This design comes from an exercise in tuning for small area, a short achievable clock period and few clock cycles per item on the open sky130 flow, not from production work. Function was checked by simulation only, so behaviour that the tests miss may differ from the original.

==> flow/design.v, too long to show whole: its modules and the start of the top module <==
// module lfpd_front: 72 lines
// module lfpd_back: 308 lines
// module lfpd_istep: 964 lines
// module lfpd_dsum: 487 lines
// module line_follow_pid_drive: 86 lines
module line_follow_pid_drive (
    input  logic                                  aclk,
    input  logic                                  aresetn,
    input  logic                                  cfg_wr_en,
    input  logic [lfpd_pkg::CFG_IDX_W-1:0]        cfg_index,
    input  logic [lfpd_pkg::GAIN_W-1:0]           cfg_wdata,
    input  logic                                  s_valid,
    output logic                                  s_ready,
    input  logic [lfpd_pkg::SENSOR_W-1:0]         s_sensor_bits,
    output logic                                  m_valid,
    input  logic                                  m_ready,
    output logic signed [lfpd_pkg::DUTY_W-1:0]    m_left_duty,
    output logic signed [lfpd_pkg::DUTY_W-1:0]    m_right_duty,
    output logic                                  m_left_reverse,
    output logic                                  m_right_reverse,
    output logic                                  m_line_lost,
    output logic signed [lfpd_pkg::POS_W-1:0]     m_line_position
);
  // ...
==> flow/flow/run.sh <==
#!/bin/bash
# Standard layout with one netlist step added after synthesis: flow/invopt.py
# removes inverters around the full adders of the synthesized netlist (a full
# adder is self-dual, so complementing all of its inputs complements its
# outputs). Registers and every other cell are left as synthesis made them.
set -euo pipefail
R=orfs/results/${FLOW_PLATFORM}/line_follow_pid_drive/base
bash standard.sh synth > synth.log 2>&1
cp "$R/1_2_yosys.v" "$R/1_2_yosys.std.v"
python3 flow/invopt.py "$R/1_2_yosys.std.v" "$R/1_2_yosys.v" > invopt.log 2>&1
rm -f "$R/1_synth.odb" "$R/1_synth.sdc"
bash standard.sh > layout.log 2>&1
==> flow/flow/invopt.py <==
#!/usr/bin/env python3
"""Removes inverters around full adders in a flat sky130 gate netlist.

A full adder is self-dual: FA(~a, ~b, ~c) = (~sum, ~cout). Each FA may be
"flipped" (all inputs and outputs complemented) without changing the
function; inverters are then placed only where a net is needed in the
polarity its driver does not give. Registers and all other cells are kept.
usage: invopt.py IN.v OUT.v
"""
import re, sys
from collections import defaultdict

src = open(sys.argv[1]).read()
m = re.search(r'(module\s+(\w+)\s*\((.*?)\);)(.*?)(endmodule)', src, re.S)
header, top, body = m.group(1), m.group(2), m.group(4)

stmts = [s.strip() for s in body.split(';')]
decls, assigns, cells = [], [], []
cell_re = re.compile(r'^(sky130_fd_sc_hd__\w+)\s+(\S+)\s*\((.*)\)$', re.S)
for s in stmts:
    if not s: continue
    mm = cell_re.match(s)
    if mm:
        pins = [(p, n.strip()) for p, n in re.findall(r'\.(\w+)\(\s*((?:[^()]|\([^()]*\))*?)\s*\)', mm.group(3), re.S)]
        cells.append([mm.group(1), mm.group(2), pins])
    elif s.startswith('assign'):
        assigns.append(s)
    else:
        decls.append(s)

OUTPINS = {'X', 'Y', 'Q', 'Q_N', 'SUM', 'COUT', 'HI', 'LO'}
def is_inv(t): return re.match(r'sky130_fd_sc_hd__(inv|clkinv)_\d+$', t) is not None
def is_fa(t): return re.match(r'sky130_fd_sc_hd__fa_\d+$', t) is not None

fixed = set()
for a in assigns:
    for n in re.findall(r'[\\]?[\w\[\]\.\$]+(?:\s*\[\d+\])?', a[len('assign'):]):
        fixed.add(n.strip())
portnames = set(re.findall(r'(\w+)', m.group(3)))
# net names in decls like "output [3:0] m_line_position" -> port bits are "m_line_position[3]"
def net_is_port(n):
    base = n.split('[')[0].strip()
    return base in portnames

driver = {}
for ci, (t, name, pins) in enumerate(cells):
    for p, n in pins:
        if p in OUTPINS: driver[n] = (ci, p)

# root/parity through inverter chains
def root(n):
    par = 0
    seen = 0
    while n in driver and is_inv(cells[driver[n][0]][0]) and seen < 50:
        ci = driver[n][0]
        n = dict(cells[ci][2])['A']; par ^= 1; seen += 1
    return n, par

inv_cells = [ci for ci, c in enumerate(cells) if is_inv(c[0])]
fa_cells = [ci for ci, c in enumerate(cells) if is_fa(c[0])]
fa_idx = {ci: k for k, ci in enumerate(fa_cells)}

# loads: list of (cell index, pin, root net, parity); plus "fixed" uses of inverter outputs
loads = []
keep_inv = set()
for ci, (t, name, pins) in enumerate(cells):
    if is_inv(t): continue
    for p, n in pins:
        if p in OUTPINS: continue
        r, par = root(n)
        loads.append((ci, p, r, par))
# inverter outputs that are ports or used by assigns must stay as they are
for ci in inv_cells:
    y = dict(cells[ci][2])['Y']
    if y in fixed or net_is_port(y):
        keep_inv.add(ci)
for ci in keep_inv:
    a = dict(cells[ci][2])['A']
    r, par = root(a)
    loads.append((-1 - ci, 'A', r, par))   # a pseudo-load needing r ^ par

flip = [0] * len(fa_cells)
def gflip(net):
    d = driver.get(net)
    if d and is_fa(cells[d[0]][0]): return flip[fa_idx[d[0]]]
    return 0
def lflip(ci):
    if ci >= 0 and is_fa(cells[ci][0]): return flip[fa_idx[ci]]
    return 0

loads_by_net = defaultdict(list)
for k, (ci, p, r, par) in enumerate(loads):
    loads_by_net[r].append(k)
fa_load_nets = defaultdict(set)
for k, (ci, p, r, par) in enumerate(loads):
    if ci >= 0 and is_fa(cells[ci][0]): fa_load_nets[fa_idx[ci]].add(r)
fa_out_nets = defaultdict(set)
for ci in fa_cells:
    for p, n in cells[ci][2]:
        if p in OUTPINS: fa_out_nets[fa_idx[ci]].add(n)

def needs_inv(r):
    g = gflip(r)
    for k in loads_by_net[r]:
        ci, p, _, par = loads[k]
        if par ^ lflip(ci) ^ g: return 1
    return 0
def needs_true(r):
    g = gflip(r)
    for k in loads_by_net[r]:
        ci, p, _, par = loads[k]
        if not (par ^ lflip(ci) ^ g): return 1
    return 0
def cost_nets(nets):
    c = 0
    for r in nets:
        c += needs_inv(r)
        # a flipped FA output that is a port/fixed net needs its true value back
        if gflip(r) and (r in fixed or net_is_port(r)): c += 1
    return c

before = sum(needs_inv(r) for r in loads_by_net)
improved = True; rounds = 0
while improved and rounds < 20:
    improved = False; rounds += 1
    for k in range(len(fa_cells)):
        nets = fa_load_nets[k] | fa_out_nets[k]
        c0 = cost_nets(nets)
        flip[k] ^= 1
        c1 = cost_nets(nets)
        if c1 < c0: improved = True
        else: flip[k] ^= 1

# rewrite
newcells = []
newdecl = []
cnt = [0]
def fresh():
    cnt[0] += 1
    n = f"_invopt_{cnt[0]}_"
    newdecl.append(f"wire {n}")
    return n
# nets driven by flipped FAs that are ports/fixed: FA drives a fresh net, inverter restores
rename_out = {}
for ci in fa_cells:
    if flip[fa_idx[ci]]:
        for p, n in cells[ci][2]:
            if p in OUTPINS and (n in fixed or net_is_port(n)):
                rename_out[n] = fresh()
comp = {}   # root net -> net carrying its complement (w.r.t. the driven wire)
def wire_of(r):
    return rename_out.get(r, r)
def get_comp(r):
    if r not in comp:
        comp[r] = fresh()
        newcells.append(["sky130_fd_sc_hd__inv_1", f"_invopt_c{len(comp)}_", [("A", wire_of(r)), ("Y", comp[r])]])
    return comp[r]
for r in rename_out:
    # the true value of r = complement of the flipped FA's output wire
    newcells.append(["sky130_fd_sc_hd__inv_1", f"_invopt_p{cnt[0]}_{len(newcells)}_", [("A", rename_out[r]), ("Y", r)]])

load_map = {}
for k, (ci, p, r, par) in enumerate(loads):
    load_map[(ci, p)] = (r, par)
out_cells = []
for ci, (t, name, pins) in enumerate(cells):
    if is_inv(t) and ci not in keep_inv: continue
    newpins = []
    for p, n in pins:
        if p in OUTPINS:
            if is_fa(t) and flip[fa_idx[ci]] and n in rename_out:
                newpins.append((p, rename_out[n]))
            else:
                newpins.append((p, n))
        else:
            key = (ci, p) if not (is_inv(t) and ci in keep_inv) else (-1 - ci, 'A')
            r, par = load_map[key]
            need = par ^ lflip(ci if ci in fa_idx or is_fa(t) else -1) ^ gflip(r)
            if is_inv(t) and ci in keep_inv:
                # keep inverter: its input must be the complement of its (true) output
                need = par ^ gflip(r)
                if r in rename_out: need = par  # r itself carries the true value
                newpins.append((p, get_comp(r) if need else (r if r in rename_out else wire_of(r))))
                continue
            if r in rename_out:
                # r (restored true value) available; loads wanting true use r, inverted use FA wire
                need2 = par ^ lflip(ci)
                newpins.append((p, rename_out[r] if need2 else r))
            else:
                newpins.append((p, get_comp(r) if need else r))
    out_cells.append([t, name, newpins])
out_cells += newcells

lines = [header]
for d in decls: lines.append("  " + d + " ;")
for d in newdecl: lines.append("  " + d + " ;")
for t, name, pins in out_cells:
    pl = ",\n".join(f"    .{p}({n} )" for p, n in pins)
    lines.append(f"  {t} {name} (\n{pl}\n  );")
for a in assigns: lines.append("  " + a + " ;")
lines.append("endmodule")
open(sys.argv[2], 'w').write(src[:m.start()] + "\n".join(lines) + "\n" + src[m.end():])
after_inv = sum(1 for c in out_cells if is_inv(c[0]))
print(f"inverters: {len(inv_cells)} -> {after_inv}; flipped {sum(flip)} of {len(fa_cells)} FAs", file=sys.stderr)
==> flow/standard.sh <==
#!/bin/bash
# synth_recipe.tcl (not shown) runs the flow's synth.tcl, then flattens the netlist and writes it again
# the make line also repeats each setting of config.mk as NAME=value (left out here)
make -C /OpenROAD-flow-scripts/flow DESIGN_CONFIG=/design/flow/config.mk WORK_HOME=/design/flow/orfs CLKGATE_MAP_FILE= SYNTH_SCRIPT=/design/flow/synth_recipe.tcl "${@:-finish}"
==> flow/config.mk <==
export PLATFORM = sky130hd
export DESIGN_NAME = line_follow_pid_drive
export DESIGN_NICKNAME = line_follow_pid_drive
export VERILOG_FILES = /design/flow/design.v
export SDC_FILE = /design/flow/constraint.sdc
export NUM_CORES = 4
export LEC_CHECK = 0
export CAP_MARGIN = 20
export CORE_MARGIN = 2
export CORE_UTILIZATION = 40
export SETUP_SLACK_MARGIN = 2
export SLEW_MARGIN = 20
==> flow/constraint.sdc <==
create_clock -name core_clock -period 12.0 [get_ports {aclk}]
set_input_delay 2.4000 -clock core_clock [delete_from_list [all_inputs] [get_ports {aclk}]]
set_output_delay 2.4000 -clock core_clock [all_outputs]
set_load 0.01 [all_outputs]
==> impl_results.md, run 1 <==
- WP buf/inv: 3
- Post-Syn Nets: 2941
- Run status: complete, no violations
- Highest Clock Rate: 100 MHz
- Fillers: 4886
- Max FFs per register: 42
- Antenna-violating nets left: 0
- 1st-iter DRT viols: 1067
- Final Util: 46.2%
- Final setup vio count: 0
- Htree depth: 3
- Commonest non-fill, non-tap cell in the layout: fa_1
- Register Area: 0.00235 mm2
- CP required: 9.60 ns
- Detailed Place HPWL: 46300 um
- Die area: 0.0543 mm2
- Final hold vios: 0
- Hold Crit Class: reg -> reg
- Hold EP: u_back.r2_rrev
- Dpl cells: 3053
- Final setup margin: 2.03 ns
- Avg WL per Cell: 18.5 um
- Mapped cell area: 0.0210 mm2
- Antenna cells: 0
- Buffering overhead: 5.05%
- Die width: 233 um
- Fraction of area in multi-input gates: 76.2%
- Mapped Cells: 2379
- Crit start category: flip-flop
- Worst reg-to-reg setup slack: 2.32 ns
- Non-clk bufs: 144
- Worst path top cell family by delay: adder cells
- RD Place Congestion: 0.975
Testbench counts, summed over its fixed seeds: cycles 1,936, items 1,920.
==> module line_follow_pid_drive, before the edit <==
module line_follow_pid_drive (
    input  logic                                  aclk,
    input  logic                                  aresetn,
    input  logic                                  cfg_wr_en,
    input  logic [lfpd_pkg::CFG_IDX_W-1:0]        cfg_index,
    input  logic [lfpd_pkg::GAIN_W-1:0]           cfg_wdata,
    input  logic                                  s_valid,
    output logic                                  s_ready,
    input  logic [lfpd_pkg::SENSOR_W-1:0]         s_sensor_bits,
    output logic                                  m_valid,
    input  logic                                  m_ready,
    output logic signed [lfpd_pkg::DUTY_W-1:0]    m_left_duty,
    output logic signed [lfpd_pkg::DUTY_W-1:0]    m_right_duty,
    output logic                                  m_left_reverse,
    output logic                                  m_right_reverse,
    output logic                                  m_line_lost,
    output logic signed [lfpd_pkg::POS_W-1:0]     m_line_position
);
    lfpd_pkg::cfg_t  cfg_reg;
    logic [4:0]      wdata_q;
    logic [3:0]      wdata_r;
    assign wdata_q = 5'(cfg_wdata / 8'd10);
    assign wdata_r = 4'(cfg_wdata % 8'd10);
    always_ff @(posedge aclk) begin
        if (!aresetn) begin
            cfg_reg.kp_q        <= 5'd1;
            cfg_reg.kp_r        <= 4'd0;
            cfg_reg.ki_gain     <= lfpd_pkg::KI_RESET;
            cfg_reg.kd_q        <= 5'd0;
            cfg_reg.kd_r        <= 4'd5;
            cfg_reg.top_speed   <= lfpd_pkg::MAX_RESET;
            cfg_reg.floor_speed <= lfpd_pkg::MIN_RESET;
        end else if (cfg_wr_en) begin
            unique case (cfg_index)
                lfpd_pkg::REG_KP_GAIN: begin
                    cfg_reg.kp_q <= wdata_q;
                    cfg_reg.kp_r <= wdata_r;
                end
                lfpd_pkg::REG_KI_GAIN:     cfg_reg.ki_gain     <= cfg_wdata;
                lfpd_pkg::REG_KD_GAIN: begin
                    cfg_reg.kd_q <= wdata_q;
                    cfg_reg.kd_r <= wdata_r;
                end
                lfpd_pkg::REG_TOP_SPEED:   cfg_reg.top_speed   <= cfg_wdata;
                lfpd_pkg::REG_FLOOR_SPEED: cfg_reg.floor_speed <= cfg_wdata;
                default:         cfg_reg             <= cfg_reg;
            endcase
        end
    end
    logic en;
    assign en      = !m_valid || m_ready;
    assign s_ready = en;
    logic                        f_lost, f_lrev, f_rrev;
    logic [lfpd_pkg::POS_W-1:0]  f_position;
    logic [lfpd_pkg::POS_W:0]    f_dpos;
    lfpd_front u_front (
        .aclk          (aclk),
        .aresetn       (aresetn),
        .accept        (s_valid && en),
        .s_sensor_bits (s_sensor_bits),
        .lost          (f_lost),
        .position      (f_position),
        .dpos          (f_dpos),
        .left_rev      (f_lrev),
        .right_rev     (f_rrev)
    );
    lfpd_back u_back (
        .aclk            (aclk),
        .aresetn         (aresetn),
        .cfg             (cfg_reg),
        .en              (en),
        .in_valid        (s_valid),
        .in_lost         (f_lost),
        .in_position     (f_position),
        .in_dpos         (f_dpos),
        .in_left_rev     (f_lrev),
        .in_right_rev    (f_rrev),
        .m_valid         (m_valid),
        .m_left_duty     (m_left_duty),
        .m_right_duty    (m_right_duty),
        .m_left_reverse  (m_left_reverse),
        .m_right_reverse (m_right_reverse),
        .m_line_lost     (m_line_lost),
        .m_line_position (m_line_position)
    );
endmodule
==> run 2: changes to the inputs <==
--- a/flow/design.v
+++ b/flow/design.v
@@ -33,5 +33,5 @@
         logic [4:0]        kd_q;
         logic [3:0]        kd_r;
-        logic [GAIN_W-1:0] top_speed;
+        logic [GAIN_W:0]   ceil_speed;
         logic [GAIN_W-1:0] floor_speed;
     } cfg_t;
@@ -311,5 +311,7 @@
     logic signed [8:0]       speed_diff;
     logic signed [8:0]       speed_adj;
-    assign speed_diff = $signed({1'b0, cfg.top_speed}) - $signed({1'b0, cfg.floor_speed});
+    logic [9:0]              speed_diff10;
+    assign speed_diff10 = {1'b0, cfg.ceil_speed} - {2'b00, cfg.floor_speed} - 10'd1;
+    assign speed_diff   = speed_diff10[8:0];
     assign speed_adj  = speed_diff + (speed_diff[8] ? 9'sd7 : 9'sd0);
     logic [12:0]             i_next;
@@ -330,5 +332,5 @@
     logic [7:0]              p_mag;
     logic [8:0]              d_mag;
-    logic [10:0]             p_ext, d_ext;
+    logic [10:0]             p_ext, d_ext, p_x, d_x;
     assign pos_mag  = r1_pos[3] ? (3'd0 - r1_pos[2:0]) : r1_pos[2:0];
     assign dpos_mag = r1_dpos[4] ? (4'd0 - r1_dpos[3:0]) : r1_dpos[3:0];
@@ -339,9 +341,10 @@
     assign p_ext    = {3'd0, p_mag};
     assign d_ext    = {2'd0, d_mag};
-    assign pd       = (r1_pos[3] ? (11'd0 - p_ext) : p_ext) + (r1_dpos[4] ? (11'd0 - d_ext) : d_ext);
+    assign p_x      = p_ext ^ {11{r1_pos[3]}};
+    assign d_x      = d_ext ^ {11{r1_dpos[4]}};
+    assign pd       = p_x + d_x + {10'd0, r1_pos[3]} + {10'd0, r1_dpos[4]};
     logic                    mv_neg, mv_zero;
     logic [11:0]             mvx;
     logic [15:0]             xsum, ysum;
-    logic [8:0]              ceil_s;
     logic                    floor_above_ceil;
     logic [9:0]              xc, yc;
@@ -354,12 +357,11 @@
         .s    (mv_neg),
         .ns   (nstep_reg),
-        .top  (cfg.top_speed),
+        .ceil (cfg.ceil_speed),
         .ysum (ysum),
         .xsum (xsum)
     );
-    assign ceil_s           = {1'b0, cfg.top_speed} + 9'd1;
-    assign floor_above_ceil = ({1'b0, cfg.floor_speed} > ceil_s);
-    assign xc               = clamp_duty(xsum, cfg.floor_speed, ceil_s, floor_above_ceil);
-    assign yc               = clamp_duty(ysum, cfg.floor_speed, ceil_s, floor_above_ceil);
+    assign floor_above_ceil = ({1'b0, cfg.floor_speed} > cfg.ceil_speed);
+    assign xc               = clamp_duty(xsum, cfg.floor_speed, cfg.ceil_speed, floor_above_ceil);
+    assign yc               = clamp_duty(ysum, cfg.floor_speed, cfg.ceil_speed, floor_above_ceil);
     always_comb begin
         if (r2_lost) begin
@@ -372,6 +374,6 @@
             end
         end else if (mv_zero) begin
-            left_next  = {2'b00, cfg.top_speed} - 10'd4;
-            right_next = {2'b00, cfg.top_speed} + 10'd1;
+            left_next  = {1'b0, cfg.ceil_speed} - 10'd5;
+            right_next = {1'b0, cfg.ceil_speed};
         end else if (!mv_neg) begin
             left_next  = yc;
@@ -1388,5 +1390,5 @@
     input  logic        s,
     input  logic [5:0]  ns,
-    input  logic [7:0]  top,
+    input  logic [8:0]  ceil,
     output logic [15:0] ysum,
     output logic [15:0] xsum
@@ -1540,10 +1542,4 @@
     logic dy_t147;
     logic dy_t148;
-    logic dy_t149;
-    logic dy_t150;
-    logic dy_t151;
-    logic dy_t152;
-    logic dy_t153;
-    logic dy_t154;
     logic dx_t1;
     logic dx_t2;
@@ -1632,24 +1628,24 @@
     assign dy_t1 = 1'b1 ^ s;
     assign dy_t2 = 1'b1 & s;
-    assign dy_t3 = 1'b1 ^ top[3] ^ (s & ns[3]);
-    assign dy_t4 = (1'b1 & top[3]) | (1'b1 & (s & ns[3])) | (top[3] & (s & ns[3]));
-    assign dy_t5 = top[4] ^ (s & ns[4]) ^ (ns[4] & mvx[0]);
-    assign dy_t6 = (top[4] & (s & ns[4])) | (top[4] & (ns[4] & mvx[0])) | ((s & ns[4]) & (ns[4] & mvx[0]));
-    assign dy_t7 = 1'b1 ^ top[5] ^ ~(s & ns[5]);
-    assign dy_t8 = (1'b1 & top[5]) | (1'b1 & ~(s & ns[5])) | (top[5] & ~(s & ns[5]));
+    assign dy_t3 = 1'b1 ^ ceil[3] ^ (s & ns[3]);
+    assign dy_t4 = (1'b1 & ceil[3]) | (1'b1 & (s & ns[3])) | (ceil[3] & (s & ns[3]));
+    assign dy_t5 = ceil[4] ^ (s & ns[4]) ^ (ns[4] & mvx[0]);
+    assign dy_t6 = (ceil[4] & (s & ns[4])) | (ceil[4] & (ns[4] & mvx[0])) | ((s & ns[4]) & (ns[4] & mvx[0]));
+    assign dy_t7 = 1'b1 ^ ceil[5] ^ ~(s & ns[5]);
+    assign dy_t8 = (1'b1 & ceil[5]) | (1'b1 & ~(s & ns[5])) | (ceil[5] & ~(s & ns[5]));
     assign dy_t9 = ~(ns[5] & mvx[0]) ^ (ns[4] & mvx[1]) ^ (ns[3] & mvx[2]);
     assign dy_t10 = (~(ns[5] & mvx[0]) & (ns[4] & mvx[1])) | (~(ns[5] & mvx[0]) & (ns[3] & mvx[2])) | ((ns[4] & mvx[1]) & (ns[3] & mvx[2]));
-    assign dy_t11 = 1'b1 ^ top[6] ^ ~(ns[5] & mvx[1]);
-    assign dy_t12 = (1'b1 & top[6]) | (1'b1 & ~(ns[5] & mvx[1])) | (top[6] & ~(ns[5] & mvx[1]));
+    assign dy_t11 = 1'b1 ^ ceil[6] ^ ~(ns[5] & mvx[1]);
+    assign dy_t12 = (1'b1 & ceil[6]) | (1'b1 & ~(ns[5] & mvx[1])) | (ceil[6] & ~(ns[5] & mvx[1]));
     assign dy_t13 = (ns[4] & mvx[2]) ^ (ns[3] & mvx[3]) ^ (ns[2] & mvx[4]);
     assign dy_t14 = ((ns[4] & mvx[2]) & (ns[3] & mvx[3])) | ((ns[4] & mvx[2]) & (ns[2] & mvx[4])) | ((ns[3] & mvx[3]) & (ns[2] & mvx[4]));
-    assign dy_t15 = 1'b1 ^ top[7] ^ ~(ns[5] & mvx[2]);
-    assign dy_t16 = (1'b1 & top[7]) | (1'b1 & ~(ns[5] & mvx[2])) | (top[7] & ~(ns[5] & mvx[2]));
+    assign dy_t15 = 1'b1 ^ ceil[7] ^ ~(ns[5] & mvx[2]);
+    assign dy_t16 = (1'b1 & ceil[7]) | (1'b1 & ~(ns[5] & mvx[2])) | (ceil[7] & ~(ns[5] & mvx[2]));
     assign dy_t17 = (ns[4] & mvx[3]) ^ (ns[3] & mvx[4]) ^ (ns[2] & mvx[5]);
     assign dy_t18 = ((ns[4] & mvx[3]) & (ns[3] & mvx[4])) | ((ns[4] & mvx[3]) & (ns[2] & mvx[5])) | ((ns[3] & mvx[4]) & (ns[2] & mvx[5]));
-    assign dy_t19 = 1'b1 ^ ~(ns[5] & mvx[3]) ^ (ns[4] & mvx[4]);
-    assign dy_t20 = (1'b1 & ~(ns[5] & mvx[3])) | (1'b1 & (ns[4] & mvx[4])) | (~(ns[5] & mvx[3]) & (ns[4] & mvx[4]));
-    assign dy_t21 = (ns[3] & mvx[5]) ^ (ns[2] & mvx[6]);
-    assign dy_t22 = (ns[3] & mvx[5]) & (ns[2] & mvx[6]);
+    assign dy_t19 = 1'b1 ^ ceil[8] ^ ~(ns[5] & mvx[3]);
+    assign dy_t20 = (1'b1 & ceil[8]) | (1'b1 & ~(ns[5] & mvx[3])) | (ceil[8] & ~(ns[5] & mvx[3]));
+    assign dy_t21 = (ns[4] & mvx[4]) ^ (ns[3] & mvx[5]) ^ (ns[2] & mvx[6]);
+    assign dy_t22 = ((ns[4] & mvx[4]) & (ns[3] & mvx[5])) | ((ns[4] & mvx[4]) & (ns[2] & mvx[6])) | ((ns[3] & mvx[5]) & (ns[2] & mvx[6]));
     assign dy_t23 = 1'b1 ^ ~(ns[5] & mvx[4]) ^ (ns[4] & mvx[5]);
     assign dy_t24 = (1'b1 & ~(ns[5] & mvx[4])) | (1'b1 & (ns[4] & mvx[5])) | (~(ns[5] & mvx[4]) & (ns[4] & mvx[5]));
@@ -1666,123 +1662,117 @@
     assign dy_t35 = 1'b1 ^ ~(ns[5] & mvx[7]) ^ (ns[4] & mvx[8]);
     assign dy_t36 = (1'b1 & ~(ns[5] & mvx[7])) | (1'b1 & (ns[4] & mvx[8])) | (~(ns[5] & mvx[7]) & (ns[4] & mvx[8]));
-    assign dy_t37 = 1'b1 ^ s;
-    assign dy_t38 = 1'b1 & s;
-    assign dy_t39 = top[1] ^ (s & ns[1]);
-    assign dy_t40 = top[1] & (s & ns[1]);
-    assign dy_t41 = top[2] ^ (s & ns[2]) ^ (ns[2] & mvx[0]);
-    assign dy_t42 = (top[2] & (s & ns[2])) | (top[2] & (ns[2] & mvx[0])) | ((s & ns[2]) & (ns[2] & mvx[0]));
-    assign dy_t43 = (ns[1] & mvx[1]) ^ (ns[0] & mvx[2]);
-    assign dy_t44 = (ns[1] & mvx[1]) & (ns[0] & mvx[2]);
-    assign dy_t45 = (ns[3] & mvx[0]) ^ (ns[2] & mvx[1]) ^ (ns[1] & mvx[2]);
-    assign dy_t46 = ((ns[3] & mvx[0]) & (ns[2] & mvx[1])) | ((ns[3] & mvx[0]) & (ns[1] & mvx[2])) | ((ns[2] & mvx[1]) & (ns[1] & mvx[2]));
-    assign dy_t47 = (ns[0] & mvx[3]) ^ dy_t3 ^ dy_t2;
-    assign dy_t48 = ((ns[0] & mvx[3]) & dy_t3) | ((ns[0] & mvx[3]) & dy_t2) | (dy_t3 & dy_t2);
-    assign dy_t49 = (ns[3] & mvx[1]) ^ (ns[2] & mvx[2]) ^ (ns[1] & mvx[3]);
-    assign dy_t50 = ((ns[3] & mvx[1]) & (ns[2] & mvx[2])) | ((ns[3] & mvx[1]) & (ns[1] & mvx[3])) | ((ns[2] & mvx[2]) & (ns[1] & mvx[3]));
-    assign dy_t51 = (ns[0] & mvx[4]) ^ dy_t5 ^ dy_t4;
-    assign dy_t52 = ((ns[0] & mvx[4]) & dy_t5) | ((ns[0] & mvx[4]) & dy_t4) | (dy_t5 & dy_t4);
-    assign dy_t53 = (ns[2] & mvx[3]) ^ (ns[1] & mvx[4]) ^ (ns[0] & mvx[5]);
-    assign dy_t54 = ((ns[2] & mvx[3]) & (ns[1] & mvx[4])) | ((ns[2] & mvx[3]) & (ns[0] & mvx[5])) | ((ns[1] & mvx[4]) & (ns[0] & mvx[5]));
-    assign dy_t55 = dy_t9 ^ dy_t7 ^ dy_t6;
-    assign dy_t56 = (dy_t9 & dy_t7) | (dy_t9 & dy_t6) | (dy_t7 & dy_t6);
-    assign dy_t57 = (ns[1] & mvx[5]) ^ (ns[0] & mvx[6]) ^ dy_t13;
-    assign dy_t58 = ((ns[1] & mvx[5]) & (ns[0] & mvx[6])) | ((ns[1] & mvx[5]) & dy_t13) | ((ns[0] & mvx[6]) & dy_t13);
-    assign dy_t59 = dy_t11 ^ dy_t10 ^ dy_t8;
-    assign dy_t60 = (dy_t11 & dy_t10) | (dy_t11 & dy_t8) | (dy_t10 & dy_t8);
-    assign dy_t61 = (ns[1] & mvx[6]) ^ (ns[0] & mvx[7]) ^ dy_t17;
-    assign dy_t62 = ((ns[1] & mvx[6]) & (ns[0] & mvx[7])) | ((ns[1] & mvx[6]) & dy_t17) | ((ns[0] & mvx[7]) & dy_t17);
-    assign dy_t63 = dy_t15 ^ dy_t14 ^ dy_t12;
-    assign dy_t64 = (dy_t15 & dy_t14) | (dy_t15 & dy_t12) | (dy_t14 & dy_t12);
-    assign dy_t65 = (ns[1] & mvx[7]) ^ (ns[0] & mvx[8]) ^ dy_t21;
-    assign dy_t66 = ((ns[1] & mvx[7]) & (ns[0] & mvx[8])) | ((ns[1] & mvx[7]) & dy_t21) | ((ns[0] & mvx[8]) & dy_t21);
-    assign dy_t67 = dy_t19 ^ dy_t18 ^ dy_t16;
-    assign dy_t68 = (dy_t19 & dy_t18) | (dy_t19 & dy_t16) | (dy_t18 & dy_t16);
-    assign dy_t69 = (ns[1] & mvx[8]) ^ (ns[0] & mvx[9]) ^ dy_t25;
-    assign dy_t70 = ((ns[1] & mvx[8]) & (ns[0] & mvx[9])) | ((ns[1] & mvx[8]) & dy_t25) | ((ns[0] & mvx[9]) & dy_t25);
-    assign dy_t71 = dy_t23 ^ dy_t22 ^ dy_t20;
-    assign dy_t72 = (dy_t23 & dy_t22) | (dy_t23 & dy_t20) | (dy_t22 & dy_t20);
-    assign dy_t73 = (ns[1] & mvx[9]) ^ (ns[0] & mvx[10]) ^ dy_t29;
-    assign dy_t74 = ((ns[1] & mvx[9]) & (ns[0] & mvx[10])) | ((ns[1] & mvx[9]) & dy_t29) | ((ns[0] & mvx[10]) & dy_t29);
-    assign dy_t75 = dy_t27 ^ dy_t26 ^ dy_t24;
-    assign dy_t76 = (dy_t27 & dy_t26) | (dy_t27 & dy_t24) | (dy_t26 & dy_t24);
-    assign dy_t77 = (ns[1] & mvx[10]) ^ (ns[0] & mvx[11]) ^ dy_t33;
-    assign dy_t78 = ((ns[1] & mvx[10]) & (ns[0] & mvx[11])) | ((ns[1] & mvx[10]) & dy_t33) | ((ns[0] & mvx[11]) & dy_t33);
-    assign dy_t79 = dy_t31 ^ dy_t30 ^ dy_t28;
-    assign dy_t80 = (dy_t31 & dy_t30) | (dy_t31 & dy_t28) | (dy_t30 & dy_t28);
-    assign dy_t81 = (ns[3] & mvx[9]) ^ (ns[2] & mvx[10]) ^ (ns[1] & mvx[11]);
-    assign dy_t82 = ((ns[3] & mvx[9]) & (ns[2] & mvx[10])) | ((ns[3] & mvx[9]) & (ns[1] & mvx[11])) | ((ns[2] & mvx[10]) & (ns[1] & mvx[11]));
-    assign dy_t83 = dy_t35 ^ dy_t34 ^ dy_t32;
-    assign dy_t84 = (dy_t35 & dy_t34) | (dy_t35 & dy_t32) | (dy_t34 & dy_t32);
-    assign dy_t85 = 1'b1 ^ ~(ns[5] & mvx[8]) ^ (ns[4] & mvx[9]);
-    assign dy_t86 = (1'b1 & ~(ns[5] & mvx[8])) | (1'b1 & (ns[4] & mvx[9])) | (~(ns[5] & mvx[8]) & (ns[4] & mvx[9]));
-    assign dy_t87 = (ns[3] & mvx[10]) ^ (ns[2] & mvx[11]) ^ dy_t36;
-    assign dy_t88 = ((ns[3] & mvx[10]) & (ns[2] & mvx[11])) | ((ns[3] & mvx[10]) & dy_t36) | ((ns[2] & mvx[11]) & dy_t36);
-    assign dy_t89 = 1'b1 ^ ~(ns[5] & mvx[9]) ^ (ns[4] & mvx[10]);
-    assign dy_t90 = (1'b1 & ~(ns[5] & mvx[9])) | (1'b1 & (ns[4] & mvx[10])) | (~(ns[5] & mvx[9]) & (ns[4] & mvx[10]));
-    assign dy_t91 = top[0] ^ (s & ns[0]);
-    assign dy_t92 = top[0] & (s & ns[0]);
-    assign dy_t93 = (ns[1] & mvx[0]) ^ (ns[0] & mvx[1]) ^ dy_t39;
-    assign dy_t94 = ((ns[1] & mvx[0]) & (ns[0] & mvx[1])) | ((ns[1] & mvx[0]) & dy_t39) | ((ns[0] & mvx[1]) & dy_t39);
-    assign dy_t95 = dy_t1 ^ dy_t43 ^ dy_t41;
-    assign dy_t96 = (dy_t1 & dy_t43) | (dy_t1 & dy_t41) | (dy_t43 & dy_t41);
-    assign dy_t97 = dy_t47 ^ dy_t45 ^ dy_t44;
-    assign dy_t98 = (dy_t47 & dy_t45) | (dy_t47 & dy_t44) | (dy_t45 & dy_t44);
-    assign dy_t99 = dy_t51 ^ dy_t49 ^ dy_t48;
-    assign dy_t100 = (dy_t51 & dy_t49) | (dy_t51 & dy_t48) | (dy_t49 & dy_t48);
-    assign dy_t101 = dy_t55 ^ dy_t53 ^ dy_t52;
-    assign dy_t102 = (dy_t55 & dy_t53) | (dy_t55 & dy_t52) | (dy_t53 & dy_t52);
-    assign dy_t103 = dy_t59 ^ dy_t57 ^ dy_t56;
-    assign dy_t104 = (dy_t59 & dy_t57) | (dy_t59 & dy_t56) | (dy_t57 & dy_t56);
-    assign dy_t105 = dy_t63 ^ dy_t61 ^ dy_t60;
-    assign dy_t106 = (dy_t63 & dy_t61) | (dy_t63 & dy_t60) | (dy_t61 & dy_t60);
-    assign dy_t107 = dy_t67 ^ dy_t65 ^ dy_t64;
-    assign dy_t108 = (dy_t67 & dy_t65) | (dy_t67 & dy_t64) | (dy_t65 & dy_t64);
-    assign dy_t109 = dy_t71 ^ dy_t69 ^ dy_t68;
-    assign dy_t110 = (dy_t71 & dy_t69) | (dy_t71 & dy_t68) | (dy_t69 & dy_t68);
-    assign dy_t111 = dy_t75 ^ dy_t73 ^ dy_t72;
-    assign dy_t112 = (dy_t75 & dy_t73) | (dy_t75 & dy_t72) | (dy_t73 & dy_t72);
-    assign dy_t113 = dy_t79 ^ dy_t77 ^ dy_t76;
-    assign dy_t114 = (dy_t79 & dy_t77) | (dy_t79 & dy_t76) | (dy_t77 & dy_t76);
-    assign dy_t115 = dy_t83 ^ dy_t81 ^ dy_t80;
-    assign dy_t116 = (dy_t83 & dy_t81) | (dy_t83 & dy_t80) | (dy_t81 & dy_t80);
-    assign dy_t117 = dy_t87 ^ dy_t85 ^ dy_t84;
-    assign dy_t118 = (dy_t87 & dy_t85) | (dy_t87 & dy_t84) | (dy_t85 & dy_t84);
-    assign dy_t119 = (ns[3] & mvx[11]) ^ dy_t89 ^ dy_t88;
-    assign dy_t120 = ((ns[3] & mvx[11]) & dy_t89) | ((ns[3] & mvx[11]) & dy_t88) | (dy_t89 & dy_t88);
-    assign dy_t121 = 1'b1 ^ ~(ns[5] & mvx[10]) ^ (ns[4] & mvx[11]);
-    assign dy_t122 = (1'b1 & ~(ns[5] & mvx[10])) | (1'b1 & (ns[4] & mvx[11])) | (~(ns[5] & mvx[10]) & (ns[4] & mvx[11]));
-    assign dy_t123 = (ns[0] & mvx[0]) ^ dy_t37;
-    assign dy_t124 = (ns[0] & mvx[0]) & dy_t37;
-    assign dy_t125 = dy_t38 ^ dy_t93 ^ dy_t92;
-    assign dy_t126 = (dy_t38 & dy_t93) | (dy_t38 & dy_t92) | (dy_t93 & dy_t92);
-    assign dy_t127 = dy_t40 ^ dy_t95 ^ dy_t94;
-    assign dy_t128 = (dy_t40 & dy_t95) | (dy_t40 & dy_t94) | (dy_t95 & dy_t94);
-    assign dy_t129 = dy_t42 ^ dy_t97 ^ dy_t96;
-    assign dy_t130 = (dy_t42 & dy_t97) | (dy_t42 & dy_t96) | (dy_t97 & dy_t96);
-    assign dy_t131 = dy_t46 ^ dy_t99 ^ dy_t98;
-    assign dy_t132 = (dy_t46 & dy_t99) | (dy_t46 & dy_t98) | (dy_t99 & dy_t98);
-    assign dy_t133 = dy_t50 ^ dy_t101 ^ dy_t100;
-    assign dy_t134 = (dy_t50 & dy_t101) | (dy_t50 & dy_t100) | (dy_t101 & dy_t100);
-    assign dy_t135 = dy_t54 ^ dy_t103 ^ dy_t102;
-    assign dy_t136 = (dy_t54 & dy_t103) | (dy_t54 & dy_t102) | (dy_t103 & dy_t102);
-    assign dy_t137 = dy_t58 ^ dy_t105 ^ dy_t104;
-    assign dy_t138 = (dy_t58 & dy_t105) | (dy_t58 & dy_t104) | (dy_t105 & dy_t104);
-    assign dy_t139 = dy_t62 ^ dy_t107 ^ dy_t106;
-    assign dy_t140 = (dy_t62 & dy_t107) | (dy_t62 & dy_t106) | (dy_t107 & dy_t106);
-    assign dy_t141 = dy_t66 ^ dy_t109 ^ dy_t108;
-    assign dy_t142 = (dy_t66 & dy_t109) | (dy_t66 & dy_t108) | (dy_t109 & dy_t108);
-    assign dy_t143 = dy_t70 ^ dy_t111 ^ dy_t110;
-    assign dy_t144 = (dy_t70 & dy_t111) | (dy_t70 & dy_t110) | (dy_t111 & dy_t110);
-    assign dy_t145 = dy_t74 ^ dy_t113 ^ dy_t112;
-    assign dy_t146 = (dy_t74 & dy_t113) | (dy_t74 & dy_t112) | (dy_t113 & dy_t112);
-    assign dy_t147 = dy_t78 ^ dy_t115 ^ dy_t114;
-    assign dy_t148 = (dy_t78 & dy_t115) | (dy_t78 & dy_t114) | (dy_t115 & dy_t114);
-    assign dy_t149 = dy_t82 ^ dy_t117 ^ dy_t116;
-    assign dy_t150 = (dy_t82 & dy_t117) | (dy_t82 & dy_t116) | (dy_t117 & dy_t116);
-    assign dy_t151 = dy_t86 ^ dy_t119 ^ dy_t118;
-    assign dy_t152 = (dy_t86 & dy_t119) | (dy_t86 & dy_t118) | (dy_t119 & dy_t118);
-    assign dy_t153 = dy_t90 ^ dy_t121 ^ dy_t120;
-    assign dy_t154 = (dy_t90 & dy_t121) | (dy_t90 & dy_t120) | (dy_t121 & dy_t120);
-    assign ysum = {dy_t152, dy_t150, dy_t148, dy_t146, dy_t144, dy_t142, dy_t140, dy_t138, dy_t136, dy_t134, dy_t132, dy_t130, dy_t128, dy_t126, dy_t124, dy_t123} + {dy_t153, dy_t151, dy_t149, dy_t147, dy_t145, dy_t143, dy_t141, dy_t139, dy_t137, dy_t135, dy_t133, dy_t131, dy_t129, dy_t127, dy_t125, dy_t91};
+    assign dy_t37 = ceil[2] ^ (s & ns[2]) ^ (ns[2] & mvx[0]);
+    assign dy_t38 = (ceil[2] & (s & ns[2])) | (ceil[2] & (ns[2] & mvx[0])) | ((s & ns[2]) & (ns[2] & mvx[0]));
+    assign dy_t39 = (ns[3] & mvx[0]) ^ (ns[2] & mvx[1]) ^ (ns[1] & mvx[2]);
+    assign dy_t40 = ((ns[3] & mvx[0]) & (ns[2] & mvx[1])) | ((ns[3] & mvx[0]) & (ns[1] & mvx[2])) | ((ns[2] & mvx[1]) & (ns[1] & mvx[2]));
+    assign dy_t41 = (ns[0] & mvx[3]) ^ dy_t3;
+    assign dy_t42 = (ns[0] & mvx[3]) & dy_t3;
+    assign dy_t43 = (ns[3] & mvx[1]) ^ (ns[2] & mvx[2]) ^ (ns[1] & mvx[3]);
+    assign dy_t44 = ((ns[3] & mvx[1]) & (ns[2] & mvx[2])) | ((ns[3] & mvx[1]) & (ns[1] & mvx[3])) | ((ns[2] & mvx[2]) & (ns[1] & mvx[3]));
+    assign dy_t45 = (ns[0] & mvx[4]) ^ dy_t5 ^ dy_t4;
+    assign dy_t46 = ((ns[0] & mvx[4]) & dy_t5) | ((ns[0] & mvx[4]) & dy_t4) | (dy_t5 & dy_t4);
+    assign dy_t47 = (ns[2] & mvx[3]) ^ (ns[1] & mvx[4]) ^ (ns[0] & mvx[5]);
+    assign dy_t48 = ((ns[2] & mvx[3]) & (ns[1] & mvx[4])) | ((ns[2] & mvx[3]) & (ns[0] & mvx[5])) | ((ns[1] & mvx[4]) & (ns[0] & mvx[5]));
+    assign dy_t49 = dy_t9 ^ dy_t7 ^ dy_t6;
+    assign dy_t50 = (dy_t9 & dy_t7) | (dy_t9 & dy_t6) | (dy_t7 & dy_t6);
+    assign dy_t51 = (ns[1] & mvx[5]) ^ (ns[0] & mvx[6]) ^ dy_t13;
+    assign dy_t52 = ((ns[1] & mvx[5]) & (ns[0] & mvx[6])) | ((ns[1] & mvx[5]) & dy_t13) | ((ns[0] & mvx[6]) & dy_t13);
+    assign dy_t53 = dy_t11 ^ dy_t10 ^ dy_t8;
+    assign dy_t54 = (dy_t11 & dy_t10) | (dy_t11 & dy_t8) | (dy_t10 & dy_t8);
+    assign dy_t55 = (ns[1] & mvx[6]) ^ (ns[0] & mvx[7]) ^ dy_t17;
+    assign dy_t56 = ((ns[1] & mvx[6]) & (ns[0] & mvx[7])) | ((ns[1] & mvx[6]) & dy_t17) | ((ns[0] & mvx[7]) & dy_t17);
+    assign dy_t57 = dy_t15 ^ dy_t14 ^ dy_t12;
+    assign dy_t58 = (dy_t15 & dy_t14) | (dy_t15 & dy_t12) | (dy_t14 & dy_t12);
+    assign dy_t59 = (ns[1] & mvx[7]) ^ (ns[0] & mvx[8]) ^ dy_t21;
+    assign dy_t60 = ((ns[1] & mvx[7]) & (ns[0] & mvx[8])) | ((ns[1] & mvx[7]) & dy_t21) | ((ns[0] & mvx[8]) & dy_t21);
+    assign dy_t61 = dy_t19 ^ dy_t18 ^ dy_t16;
+    assign dy_t62 = (dy_t19 & dy_t18) | (dy_t19 & dy_t16) | (dy_t18 & dy_t16);
+    assign dy_t63 = (ns[1] & mvx[8]) ^ (ns[0] & mvx[9]) ^ dy_t25;
+    assign dy_t64 = ((ns[1] & mvx[8]) & (ns[0] & mvx[9])) | ((ns[1] & mvx[8]) & dy_t25) | ((ns[0] & mvx[9]) & dy_t25);
+    assign dy_t65 = dy_t23 ^ dy_t22 ^ dy_t20;
+    assign dy_t66 = (dy_t23 & dy_t22) | (dy_t23 & dy_t20) | (dy_t22 & dy_t20);
+    assign dy_t67 = (ns[1] & mvx[9]) ^ (ns[0] & mvx[10]) ^ dy_t29;
+    assign dy_t68 = ((ns[1] & mvx[9]) & (ns[0] & mvx[10])) | ((ns[1] & mvx[9]) & dy_t29) | ((ns[0] & mvx[10]) & dy_t29);
+    assign dy_t69 = dy_t27 ^ dy_t26 ^ dy_t24;
+    assign dy_t70 = (dy_t27 & dy_t26) | (dy_t27 & dy_t24) | (dy_t26 & dy_t24);
+    assign dy_t71 = (ns[1] & mvx[10]) ^ (ns[0] & mvx[11]) ^ dy_t33;
+    assign dy_t72 = ((ns[1] & mvx[10]) & (ns[0] & mvx[11])) | ((ns[1] & mvx[10]) & dy_t33) | ((ns[0] & mvx[11]) & dy_t33);
+    assign dy_t73 = dy_t31 ^ dy_t30 ^ dy_t28;
+    assign dy_t74 = (dy_t31 & dy_t30) | (dy_t31 & dy_t28) | (dy_t30 & dy_t28);
+    assign dy_t75 = (ns[3] & mvx[9]) ^ (ns[2] & mvx[10]) ^ (ns[1] & mvx[11]);
+    assign dy_t76 = ((ns[3] & mvx[9]) & (ns[2] & mvx[10])) | ((ns[3] & mvx[9]) & (ns[1] & mvx[11])) | ((ns[2] & mvx[10]) & (ns[1] & mvx[11]));
+    assign dy_t77 = dy_t35 ^ dy_t34 ^ dy_t32;
+    assign dy_t78 = (dy_t35 & dy_t34) | (dy_t35 & dy_t32) | (dy_t34 & dy_t32);
+    assign dy_t79 = 1'b1 ^ ~(ns[5] & mvx[8]) ^ (ns[4] & mvx[9]);
+    assign dy_t80 = (1'b1 & ~(ns[5] & mvx[8])) | (1'b1 & (ns[4] & mvx[9])) | (~(ns[5] & mvx[8]) & (ns[4] & mvx[9]));
+    assign dy_t81 = (ns[3] & mvx[10]) ^ (ns[2] & mvx[11]) ^ dy_t36;
+    assign dy_t82 = ((ns[3] & mvx[10]) & (ns[2] & mvx[11])) | ((ns[3] & mvx[10]) & dy_t36) | ((ns[2] & mvx[11]) & dy_t36);
+    assign dy_t83 = 1'b1 ^ ~(ns[5] & mvx[9]) ^ (ns[4] & mvx[10]);
+    assign dy_t84 = (1'b1 & ~(ns[5] & mvx[9])) | (1'b1 & (ns[4] & mvx[10])) | (~(ns[5] & mvx[9]) & (ns[4] & mvx[10]));
+    assign dy_t85 = s ^ ceil[0];
+    assign dy_t86 = s & ceil[0];
+    assign dy_t87 = ceil[1] ^ (s & ns[1]) ^ (ns[1] & mvx[0]);
+    assign dy_t88 = (ceil[1] & (s & ns[1])) | (ceil[1] & (ns[1] & mvx[0])) | ((s & ns[1]) & (ns[1] & mvx[0]));
+    assign dy_t89 = (ns[1] & mvx[1]) ^ (ns[0] & mvx[2]) ^ dy_t1;
+    assign dy_t90 = ((ns[1] & mvx[1]) & (ns[0] & mvx[2])) | ((ns[1] & mvx[1]) & dy_t1) | ((ns[0] & mvx[2]) & dy_t1);
+    assign dy_t91 = dy_t2 ^ dy_t41 ^ dy_t39;
+    assign dy_t92 = (dy_t2 & dy_t41) | (dy_t2 & dy_t39) | (dy_t41 & dy_t39);
+    assign dy_t93 = dy_t45 ^ dy_t43 ^ dy_t42;
+    assign dy_t94 = (dy_t45 & dy_t43) | (dy_t45 & dy_t42) | (dy_t43 & dy_t42);
+    assign dy_t95 = dy_t49 ^ dy_t47 ^ dy_t46;
+    assign dy_t96 = (dy_t49 & dy_t47) | (dy_t49 & dy_t46) | (dy_t47 & dy_t46);
+    assign dy_t97 = dy_t53 ^ dy_t51 ^ dy_t50;
+    assign dy_t98 = (dy_t53 & dy_t51) | (dy_t53 & dy_t50) | (dy_t51 & dy_t50);
+    assign dy_t99 = dy_t57 ^ dy_t55 ^ dy_t54;
+    assign dy_t100 = (dy_t57 & dy_t55) | (dy_t57 & dy_t54) | (dy_t55 & dy_t54);
+    assign dy_t101 = dy_t61 ^ dy_t59 ^ dy_t58;
+    assign dy_t102 = (dy_t61 & dy_t59) | (dy_t61 & dy_t58) | (dy_t59 & dy_t58);
+    assign dy_t103 = dy_t65 ^ dy_t63 ^ dy_t62;
+    assign dy_t104 = (dy_t65 & dy_t63) | (dy_t65 & dy_t62) | (dy_t63 & dy_t62);
+    assign dy_t105 = dy_t69 ^ dy_t67 ^ dy_t66;
+    assign dy_t106 = (dy_t69 & dy_t67) | (dy_t69 & dy_t66) | (dy_t67 & dy_t66);
+    assign dy_t107 = dy_t73 ^ dy_t71 ^ dy_t70;
+    assign dy_t108 = (dy_t73 & dy_t71) | (dy_t73 & dy_t70) | (dy_t71 & dy_t70);
+    assign dy_t109 = dy_t77 ^ dy_t75 ^ dy_t74;
+    assign dy_t110 = (dy_t77 & dy_t75) | (dy_t77 & dy_t74) | (dy_t75 & dy_t74);
+    assign dy_t111 = dy_t81 ^ dy_t79 ^ dy_t78;
+    assign dy_t112 = (dy_t81 & dy_t79) | (dy_t81 & dy_t78) | (dy_t79 & dy_t78);
+    assign dy_t113 = (ns[3] & mvx[11]) ^ dy_t83 ^ dy_t82;
+    assign dy_t114 = ((ns[3] & mvx[11]) & dy_t83) | ((ns[3] & mvx[11]) & dy_t82) | (dy_t83 & dy_t82);
+    assign dy_t115 = 1'b1 ^ ~(ns[5] & mvx[10]) ^ (ns[4] & mvx[11]);
+    assign dy_t116 = (1'b1 & ~(ns[5] & mvx[10])) | (1'b1 & (ns[4] & mvx[11])) | (~(ns[5] & mvx[10]) & (ns[4] & mvx[11]));
+    assign dy_t117 = (s & ns[0]) ^ (ns[0] & mvx[0]);
+    assign dy_t118 = (s & ns[0]) & (ns[0] & mvx[0]);
+    assign dy_t119 = (ns[0] & mvx[1]) ^ dy_t87 ^ dy_t86;
+    assign dy_t120 = ((ns[0] & mvx[1]) & dy_t87) | ((ns[0] & mvx[1]) & dy_t86) | (dy_t87 & dy_t86);
+    assign dy_t121 = dy_t37 ^ dy_t89 ^ dy_t88;
+    assign dy_t122 = (dy_t37 & dy_t89) | (dy_t37 & dy_t88) | (dy_t89 & dy_t88);
+    assign dy_t123 = dy_t38 ^ dy_t91 ^ dy_t90;
+    assign dy_t124 = (dy_t38 & dy_t91) | (dy_t38 & dy_t90) | (dy_t91 & dy_t90);
+    assign dy_t125 = dy_t40 ^ dy_t93 ^ dy_t92;
+    assign dy_t126 = (dy_t40 & dy_t93) | (dy_t40 & dy_t92) | (dy_t93 & dy_t92);
+    assign dy_t127 = dy_t44 ^ dy_t95 ^ dy_t94;
+    assign dy_t128 = (dy_t44 & dy_t95) | (dy_t44 & dy_t94) | (dy_t95 & dy_t94);
+    assign dy_t129 = dy_t48 ^ dy_t97 ^ dy_t96;
+    assign dy_t130 = (dy_t48 & dy_t97) | (dy_t48 & dy_t96) | (dy_t97 & dy_t96);
+    assign dy_t131 = dy_t52 ^ dy_t99 ^ dy_t98;
+    assign dy_t132 = (dy_t52 & dy_t99) | (dy_t52 & dy_t98) | (dy_t99 & dy_t98);
+    assign dy_t133 = dy_t56 ^ dy_t101 ^ dy_t100;
+    assign dy_t134 = (dy_t56 & dy_t101) | (dy_t56 & dy_t100) | (dy_t101 & dy_t100);
+    assign dy_t135 = dy_t60 ^ dy_t103 ^ dy_t102;
+    assign dy_t136 = (dy_t60 & dy_t103) | (dy_t60 & dy_t102) | (dy_t103 & dy_t102);
+    assign dy_t137 = dy_t64 ^ dy_t105 ^ dy_t104;
+    assign dy_t138 = (dy_t64 & dy_t105) | (dy_t64 & dy_t104) | (dy_t105 & dy_t104);
+    assign dy_t139 = dy_t68 ^ dy_t107 ^ dy_t106;
+    assign dy_t140 = (dy_t68 & dy_t107) | (dy_t68 & dy_t106) | (dy_t107 & dy_t106);
+    assign dy_t141 = dy_t72 ^ dy_t109 ^ dy_t108;
+    assign dy_t142 = (dy_t72 & dy_t109) | (dy_t72 & dy_t108) | (dy_t109 & dy_t108);
+    assign dy_t143 = dy_t76 ^ dy_t111 ^ dy_t110;
+    assign dy_t144 = (dy_t76 & dy_t111) | (dy_t76 & dy_t110) | (dy_t111 & dy_t110);
+    assign dy_t145 = dy_t80 ^ dy_t113 ^ dy_t112;
+    assign dy_t146 = (dy_t80 & dy_t113) | (dy_t80 & dy_t112) | (dy_t113 & dy_t112);
+    assign dy_t147 = dy_t84 ^ dy_t115 ^ dy_t114;
+    assign dy_t148 = (dy_t84 & dy_t115) | (dy_t84 & dy_t114) | (dy_t115 & dy_t114);
+    assign ysum = {dy_t146, dy_t144, dy_t142, dy_t140, dy_t138, dy_t136, dy_t134, dy_t132, dy_t130, dy_t128, dy_t126, dy_t124, dy_t122, dy_t120, dy_t118, dy_t117} + {dy_t147, dy_t145, dy_t143, dy_t141, dy_t139, dy_t137, dy_t135, dy_t133, dy_t131, dy_t129, dy_t127, dy_t125, dy_t123, dy_t121, dy_t119, dy_t85};
     assign dx_t1 = 1'b1 ^ s;
     assign dx_t2 = 1'b1 & s;
@@ -1809,38 +1799,38 @@
     assign dx_t23 = mvx[11] ^ mvx[9];
     assign dx_t24 = mvx[11] & mvx[9];
-    assign dx_t25 = mvx[0] ^ dy_t127;
-    assign dx_t26 = mvx[0] & dy_t127;
-    assign dx_t27 = dy_t129 ^ dy_t128 ^ dx_t3;
-    assign dx_t28 = (dy_t129 & dy_t128) | (dy_t129 & dx_t3) | (dy_t128 & dx_t3);
-    assign dx_t29 = dy_t131 ^ dy_t130 ^ dx_t5;
-    assign dx_t30 = (dy_t131 & dy_t130) | (dy_t131 & dx_t5) | (dy_t130 & dx_t5);
-    assign dx_t31 = dy_t133 ^ dy_t132 ^ dx_t7;
-    assign dx_t32 = (dy_t133 & dy_t132) | (dy_t133 & dx_t7) | (dy_t132 & dx_t7);
-    assign dx_t33 = dy_t135 ^ dy_t134 ^ dx_t9;
-    assign dx_t34 = (dy_t135 & dy_t134) | (dy_t135 & dx_t9) | (dy_t134 & dx_t9);
-    assign dx_t35 = dy_t137 ^ dy_t136 ^ dx_t11;
-    assign dx_t36 = (dy_t137 & dy_t136) | (dy_t137 & dx_t11) | (dy_t136 & dx_t11);
-    assign dx_t37 = dy_t139 ^ dy_t138 ^ dx_t13;
-    assign dx_t38 = (dy_t139 & dy_t138) | (dy_t139 & dx_t13) | (dy_t138 & dx_t13);
-    assign dx_t39 = dy_t141 ^ dy_t140 ^ dx_t15;
-    assign dx_t40 = (dy_t141 & dy_t140) | (dy_t141 & dx_t15) | (dy_t140 & dx_t15);
-    assign dx_t41 = dy_t143 ^ dy_t142 ^ dx_t17;
-    assign dx_t42 = (dy_t143 & dy_t142) | (dy_t143 & dx_t17) | (dy_t142 & dx_t17);
-    assign dx_t43 = dy_t145 ^ dy_t144 ^ dx_t19;
-    assign dx_t44 = (dy_t145 & dy_t144) | (dy_t145 & dx_t19) | (dy_t144 & dx_t19);
-    assign dx_t45 = dy_t147 ^ dy_t146 ^ dx_t21;
-    assign dx_t46 = (dy_t147 & dy_t146) | (dy_t147 & dx_t21) | (dy_t146 & dx_t21);
-    assign dx_t47 = dy_t149 ^ dy_t148 ^ dx_t23;
-    assign dx_t48 = (dy_t149 & dy_t148) | (dy_t149 & dx_t23) | (dy_t148 & dx_t23);
-    assign dx_t49 = mvx[10] ^ dy_t151 ^ dy_t150;
-    assign dx_t50 = (mvx[10] & dy_t151) | (mvx[10] & dy_t150) | (dy_t151 & dy_t150);
-    assign dx_t51 = mvx[11] ^ dy_t153;
-    assign dx_t52 = mvx[11] & dy_t153;
-    assign dx_t53 = s ^ dy_t91;
-    assign dx_t54 = s & dy_t91;
-    assign dx_t55 = s ^ dy_t125 ^ dy_t124;
-    assign dx_t56 = (s & dy_t125) | (s & dy_t124) | (dy_t125 & dy_t124);
-    assign dx_t57 = dy_t126 ^ dx_t1 ^ dx_t25;
-    assign dx_t58 = (dy_t126 & dx_t1) | (dy_t126 & dx_t25) | (dx_t1 & dx_t25);
+    assign dx_t25 = mvx[0] ^ dy_t121;
+    assign dx_t26 = mvx[0] & dy_t121;
+    assign dx_t27 = dy_t123 ^ dy_t122 ^ dx_t3;
+    assign dx_t28 = (dy_t123 & dy_t122) | (dy_t123 & dx_t3) | (dy_t122 & dx_t3);
+    assign dx_t29 = dy_t125 ^ dy_t124 ^ dx_t5;
+    assign dx_t30 = (dy_t125 & dy_t124) | (dy_t125 & dx_t5) | (dy_t124 & dx_t5);
+    assign dx_t31 = dy_t127 ^ dy_t126 ^ dx_t7;
+    assign dx_t32 = (dy_t127 & dy_t126) | (dy_t127 & dx_t7) | (dy_t126 & dx_t7);
+    assign dx_t33 = dy_t129 ^ dy_t128 ^ dx_t9;
+    assign dx_t34 = (dy_t129 & dy_t128) | (dy_t129 & dx_t9) | (dy_t128 & dx_t9);
+    assign dx_t35 = dy_t131 ^ dy_t130 ^ dx_t11;
+    assign dx_t36 = (dy_t131 & dy_t130) | (dy_t131 & dx_t11) | (dy_t130 & dx_t11);
+    assign dx_t37 = dy_t133 ^ dy_t132 ^ dx_t13;
+    assign dx_t38 = (dy_t133 & dy_t132) | (dy_t133 & dx_t13) | (dy_t132 & dx_t13);
+    assign dx_t39 = dy_t135 ^ dy_t134 ^ dx_t15;
+    assign dx_t40 = (dy_t135 & dy_t134) | (dy_t135 & dx_t15) | (dy_t134 & dx_t15);
+    assign dx_t41 = dy_t137 ^ dy_t136 ^ dx_t17;
+    assign dx_t42 = (dy_t137 & dy_t136) | (dy_t137 & dx_t17) | (dy_t136 & dx_t17);
+    assign dx_t43 = dy_t139 ^ dy_t138 ^ dx_t19;
+    assign dx_t44 = (dy_t139 & dy_t138) | (dy_t139 & dx_t19) | (dy_t138 & dx_t19);
+    assign dx_t45 = dy_t141 ^ dy_t140 ^ dx_t21;
+    assign dx_t46 = (dy_t141 & dy_t140) | (dy_t141 & dx_t21) | (dy_t140 & dx_t21);
+    assign dx_t47 = dy_t143 ^ dy_t142 ^ dx_t23;
+    assign dx_t48 = (dy_t143 & dy_t142) | (dy_t143 & dx_t23) | (dy_t142 & dx_t23);
+    assign dx_t49 = mvx[10] ^ dy_t145 ^ dy_t144;
+    assign dx_t50 = (mvx[10] & dy_t145) | (mvx[10] & dy_t144) | (dy_t145 & dy_t144);
+    assign dx_t51 = mvx[11] ^ dy_t147;
+    assign dx_t52 = mvx[11] & dy_t147;
+    assign dx_t53 = s ^ dy_t85;
+    assign dx_t54 = s & dy_t85;
+    assign dx_t55 = s ^ dy_t119 ^ dy_t118;
+    assign dx_t56 = (s & dy_t119) | (s & dy_t118) | (dy_t119 & dy_t118);
+    assign dx_t57 = dy_t120 ^ dx_t1 ^ dx_t25;
+    assign dx_t58 = (dy_t120 & dx_t1) | (dy_t120 & dx_t25) | (dx_t1 & dx_t25);
     assign dx_t59 = dx_t2 ^ dx_t27 ^ dx_t26;
     assign dx_t60 = (dx_t2 & dx_t27) | (dx_t2 & dx_t26) | (dx_t27 & dx_t26);
@@ -1867,7 +1857,7 @@
     assign dx_t81 = dx_t24 ^ dx_t49 ^ dx_t48;
     assign dx_t82 = (dx_t24 & dx_t49) | (dx_t24 & dx_t48) | (dx_t49 & dx_t48);
-    assign dx_t83 = dy_t152 ^ dx_t51 ^ dx_t50;
-    assign dx_t84 = (dy_t152 & dx_t51) | (dy_t152 & dx_t50) | (dx_t51 & dx_t50);
-    assign xsum = {dx_t82, dx_t80, dx_t78, dx_t76, dx_t74, dx_t72, dx_t70, dx_t68, dx_t66, dx_t64, dx_t62, dx_t60, dx_t58, dx_t56, dx_t54, dx_t53} + {dx_t83, dx_t81, dx_t79, dx_t77, dx_t75, dx_t73, dx_t71, dx_t69, dx_t67, dx_t65, dx_t63, dx_t61, dx_t59, dx_t57, dx_t55, dy_t123};
+    assign dx_t83 = dy_t146 ^ dx_t51 ^ dx_t50;
+    assign dx_t84 = (dy_t146 & dx_t51) | (dy_t146 & dx_t50) | (dx_t51 & dx_t50);
+    assign xsum = {dx_t82, dx_t80, dx_t78, dx_t76, dx_t74, dx_t72, dx_t70, dx_t68, dx_t66, dx_t64, dx_t62, dx_t60, dx_t58, dx_t56, dx_t54, dx_t53} + {dx_t83, dx_t81, dx_t79, dx_t77, dx_t75, dx_t73, dx_t71, dx_t69, dx_t67, dx_t65, dx_t63, dx_t61, dx_t59, dx_t57, dx_t55, dy_t117};
 endmodule
 `timescale 1ns / 1ps
@@ -1902,5 +1892,5 @@
             cfg_reg.kd_q        <= 5'd0;
             cfg_reg.kd_r        <= 4'd5;
-            cfg_reg.top_speed   <= lfpd_pkg::MAX_RESET;
+            cfg_reg.ceil_speed  <= {1'b0, lfpd_pkg::MAX_RESET} + 9'd1;
             cfg_reg.floor_speed <= lfpd_pkg::MIN_RESET;
         end else if (cfg_wr_en) begin
@@ -1915,5 +1905,5 @@
                     cfg_reg.kd_r <= wdata_r;
                 end
-                lfpd_pkg::REG_TOP_SPEED:   cfg_reg.top_speed   <= cfg_wdata;
+                lfpd_pkg::REG_TOP_SPEED:   cfg_reg.ceil_speed  <= {1'b0, cfg_wdata} + 9'd1;
                 lfpd_pkg::REG_FLOOR_SPEED: cfg_reg.floor_speed <= cfg_wdata;
                 default:         cfg_reg             <= cfg_reg;
==> flow/run.sh (new file) <==
#!/bin/bash
# synth_recipe.tcl (not shown) runs the flow's synth.tcl, then flattens the netlist and writes it again
# the make line also repeats each setting of config.mk as NAME=value (left out here)
make -C /OpenROAD-flow-scripts/flow DESIGN_CONFIG=/design/flow/config.mk WORK_HOME=/design/flow/orfs CLKGATE_MAP_FILE= SYNTH_SCRIPT=/design/flow/synth_recipe.tcl finish
--- a/flow/config.mk
+++ b/flow/config.mk
@@ -8,5 +8,5 @@
 export CAP_MARGIN = 20
 export CORE_MARGIN = 2
-export CORE_UTILIZATION = 40
-export SETUP_SLACK_MARGIN = 2
+export CORE_UTILIZATION = 65
+export PLACE_DENSITY = 0.75
 export SLEW_MARGIN = 20
removed: flow/flow/run.sh
removed: flow/flow/invopt.py
removed: flow/standard.sh
==> impl_results.md, run 2 <==
- Worst-Margin Slew: 1.08 ns (was 0.996 ns)
- Max FFs per register: 43 (was 42)
- Largest cells by area after synthesis: fa_1, ha_1, inv_1, dfxtp_1, xnor2_1
- Final setup vio count: 0 (unchanged)
- Htree depth: 3 (unchanged)
- Number of synthesized register bits: 102
- Highest Clock Rate: 87.1 MHz (was 100 MHz)
- Worst-Skew Late Latency: 0.36 ns (was 0.37 ns)
- Post-synthesis adder-cell area fraction: 41.0%
- GRT Residual Overflow: 0 (unchanged)
- CP Capture Type: primary output (unchanged)
- Hold Crit Class: reg -> reg (unchanged)
- Root Buffer: clkbuf_16 (unchanged)
- # IOs: 53 (unchanged)
- Mapped Cells: 2580 (was 2379)
- DR pass1 iterations: 6 (was 5)
- Mapped cell area: 0.0219 mm2 (was 0.0210 mm2)
- I/O Buffers: 51 (unchanged)
- Ys flop type: dfxtp_1
- Avg WL per Cell: 17.8 um (was 18.5 um)
- Detailed Place HPWL: 44400 um (was 46300 um)
- Mux share of post-synthesis cell area: 2.18%
- Busiest layer in global routing: met2 (unchanged)
- Arr. time, crit path: 9.08 ns (was 7.57 ns)
- GRT met2 Usage: 57.4% (was 37.3%)
- Hold Slack: 0.423 ns (was 0.432 ns)
- Hold EP: u_back.r2_lrev (was u_back.r2_rrev)
- Commonest cells after routing, fill and taps aside: inv_1, fa_1, ha_1 (was fa_1, nand2_1, inv_1)
- Die width: 188 um (was 233 um)
- Crit Path Max Fanout: 26 (was 6)
- CORE AREA: 0.0334 mm2 (was 0.0516 mm2)
- List of most frequent post-synthesis cells: inv_1, fa_1, ha_1
- Slew Viols, Final: 0 (unchanged)
- Post-synth EDFFs: 32
- CP required: 9.60 ns (about the same)
- Count leader, synth: inv_1
- Hold-fix buffers at CTS: 0 (unchanged)
- Area delta synth->final: 5.66% (was 13.5%)
- Worst-path clk slew: 0.07 ns (was 0.08 ns)
- CP Class: reg -> out (unchanged)
- Clk sinks: 102 (was 101)
- Antenna-violating nets left: 0 (unchanged)
- Slew headroom: 25.8% (was 33.4%)
- Antenna cells: 0 (unchanged)
- Fin Setup TNS: 0 ns (unchanged)
- RD Place Congestion: 0.961 (was 0.975)
- Leading area contributor after synthesis: fa_1
- 1st-iter DRT viols: 1273 (was 1067)
- Vias: 17.9k (was 17.4k)
- Die Height: 188 um (was 233 um)
- Synthesized area per cell: 8.49 um2 (was 8.82 um2)
- Commonest non-fill, non-tap cell in the layout: inv_1 (was fa_1)
- Final setup margin: 0.518 ns (was 2.03 ns)
- Fillers: 2778 (was 4886)
- Synth Warn #: 3 (unchanged)
- Post-Synth Simple-Gate Area: 16.0%
- RSZ-0062 raised after global routing: false (was true)
- Initial antenna violation count: 0 (was 1)
- Clk_skew: 0.00950 ns (was 0.0134 ns)
- Die area: 0.0352 mm2 (was 0.0543 mm2)
- Max-cap violations: 0 (unchanged)
- Post-Syn Nets: 3154 (was 2941)
- Final hold vios: 0 (unchanged)
- Run status: complete, no violations (unchanged)
- Worst reg-to-reg setup slack: 0.84 ns (was 2.32 ns)
- Period minus WS final: 11.48 ns (was 9.97 ns)
- GRT met1 Usage: 40.0% (was 29.0%)
- Crit start category: flip-flop (unchanged)
- Starting Density: 65.6% (was 40.7%)
[run 2: cell types whose count changed in the layout (fill, tap and decap cells not counted), sizes merged, moves of 15 or more]
cell,before,now
inv,258,456
buf,102,22
nand2,258,215
clkdlybuf4s50,33,51
a21oi,135,152
nor2,124,141
o21a,29,14
[run 2: cell type report]
type                    count  area (um2)  share of cell area, %
clock buffers              10         250                   1.08
flip-flops and latches    102        2360                   10.2
repair buffers             73         676                   2.92
inverters                 455        1710                   7.38
well taps                 448         561                   2.42
clock inverters             6        58.8                  0.254
multi-input cells        1941       17500                   75.7
[run 2: stage by stage]
step                util [%]  instance area, um2  std cells
finish                  69.3               23100       3035
global route            69.3               23100       3035
CTS                     69.2               23100       3030
detailed placement      68.3               22800       3014
global placement        68.3               22800       3014
floorplan                  -               21900       2580
[run 2: cells by family after synthesis]
kind of cell / after synthesis
fa+ha+maj: 551
mux: 45
flops: 102
compound gates: 471
simple gates: 707
other cells: 1
buf+inv: 537
xor+xnor: 166
[run 2: repair_timing]
item / in CTS / in global routing
resized for setup: 0 / 0
endpoints found under the setup margin: 0 / 4
buffers inserted: 0 / 5
[run 2: how the worst max path moves through the flow]
stage	slack (ns)	end	startpoint
after CTS	0.41	m_left_duty[2]	u_back.r2_mv[12]
final	0.52	m_left_duty[2]	u_back.r2_mv[12]
after global placement	1.04	m_left_duty[2]	u_back.r2_mv[12]
after floorplan	1.13	u_back.integral_reg[10]	u_back.r1_pos[3]
after global routing	0.07	m_right_duty[8]	u_back.r2_mv[12]
after detailed placement	0.81	m_left_duty[2]	u_back.r2_mv[12]
[run 2: metal layers]
layer / routed length, um / share of wire [%] / vias to the layer above
met1: 22200 / 41 / 8718
met2: 27300 / 51 / 547
met4: 1990 / 3.7 / 0
li1: - / - / 8480
met5: 0 / 0 / -
met3: 2650 / 4.9 / 133
[run 2: critical path, stage by stage, from the launching register on]
cell and delay, ns:
edfxtp_1 0.55, ha_1 0.43, inv_1 0.14, nand2_1 0.08, fa_1 0.51, fa_1 0.52
fa_1 0.55, inv_1 0.05, fa_1 0.50, fa_1 0.54, inv_1 0.05, fa_1 0.49
inv_1 0.04, ha_1 0.35, a21o_1 0.19, or3_1 0.33, o22ai_1 0.17, xnor2_1 0.25
ha_1 0.34, a22o_1 0.19, nor4_1 0.20, o21ai_0 0.16, a211o_1 0.33, o32ai_2 0.21
buf_4 0.32, mux2_4 0.34, a221oi_2 0.28, clkdlybuf4s50_1 0.60
Testbench counts of run 2, summed over its fixed seeds: cycles 1,936, items 1,920.

==> re-timing with driven ports <==
How much do the figures lean on ideal ports? The routed layouts below were timed once more, with nothing changed but the port constraints. Step 1: set_driving_cell puts a clkbuf_16 on aclk and a buf_2 on each other input, an assumption about the parent block. Step 2, shift: input delay + t, output delay - t, t = (earliest + latest rising clock arrival at the registers) / 2. This alone moves slack from input paths to output paths. Three values: ideal ports, drivers, drivers and shift; two values: the first two.
run | t, ns | slack for setup (ns) | hold WS [ns]
run 1 | 0.407 | 2.032 / 1.983 / 2.325 | 0.432 / 0.432 / 0.432
run 2 | 0.392 | 0.518 / 0.477 / 0.837 | 0.423 / 0.423 / 0.423
After both steps every run listed still meets setup and hold.
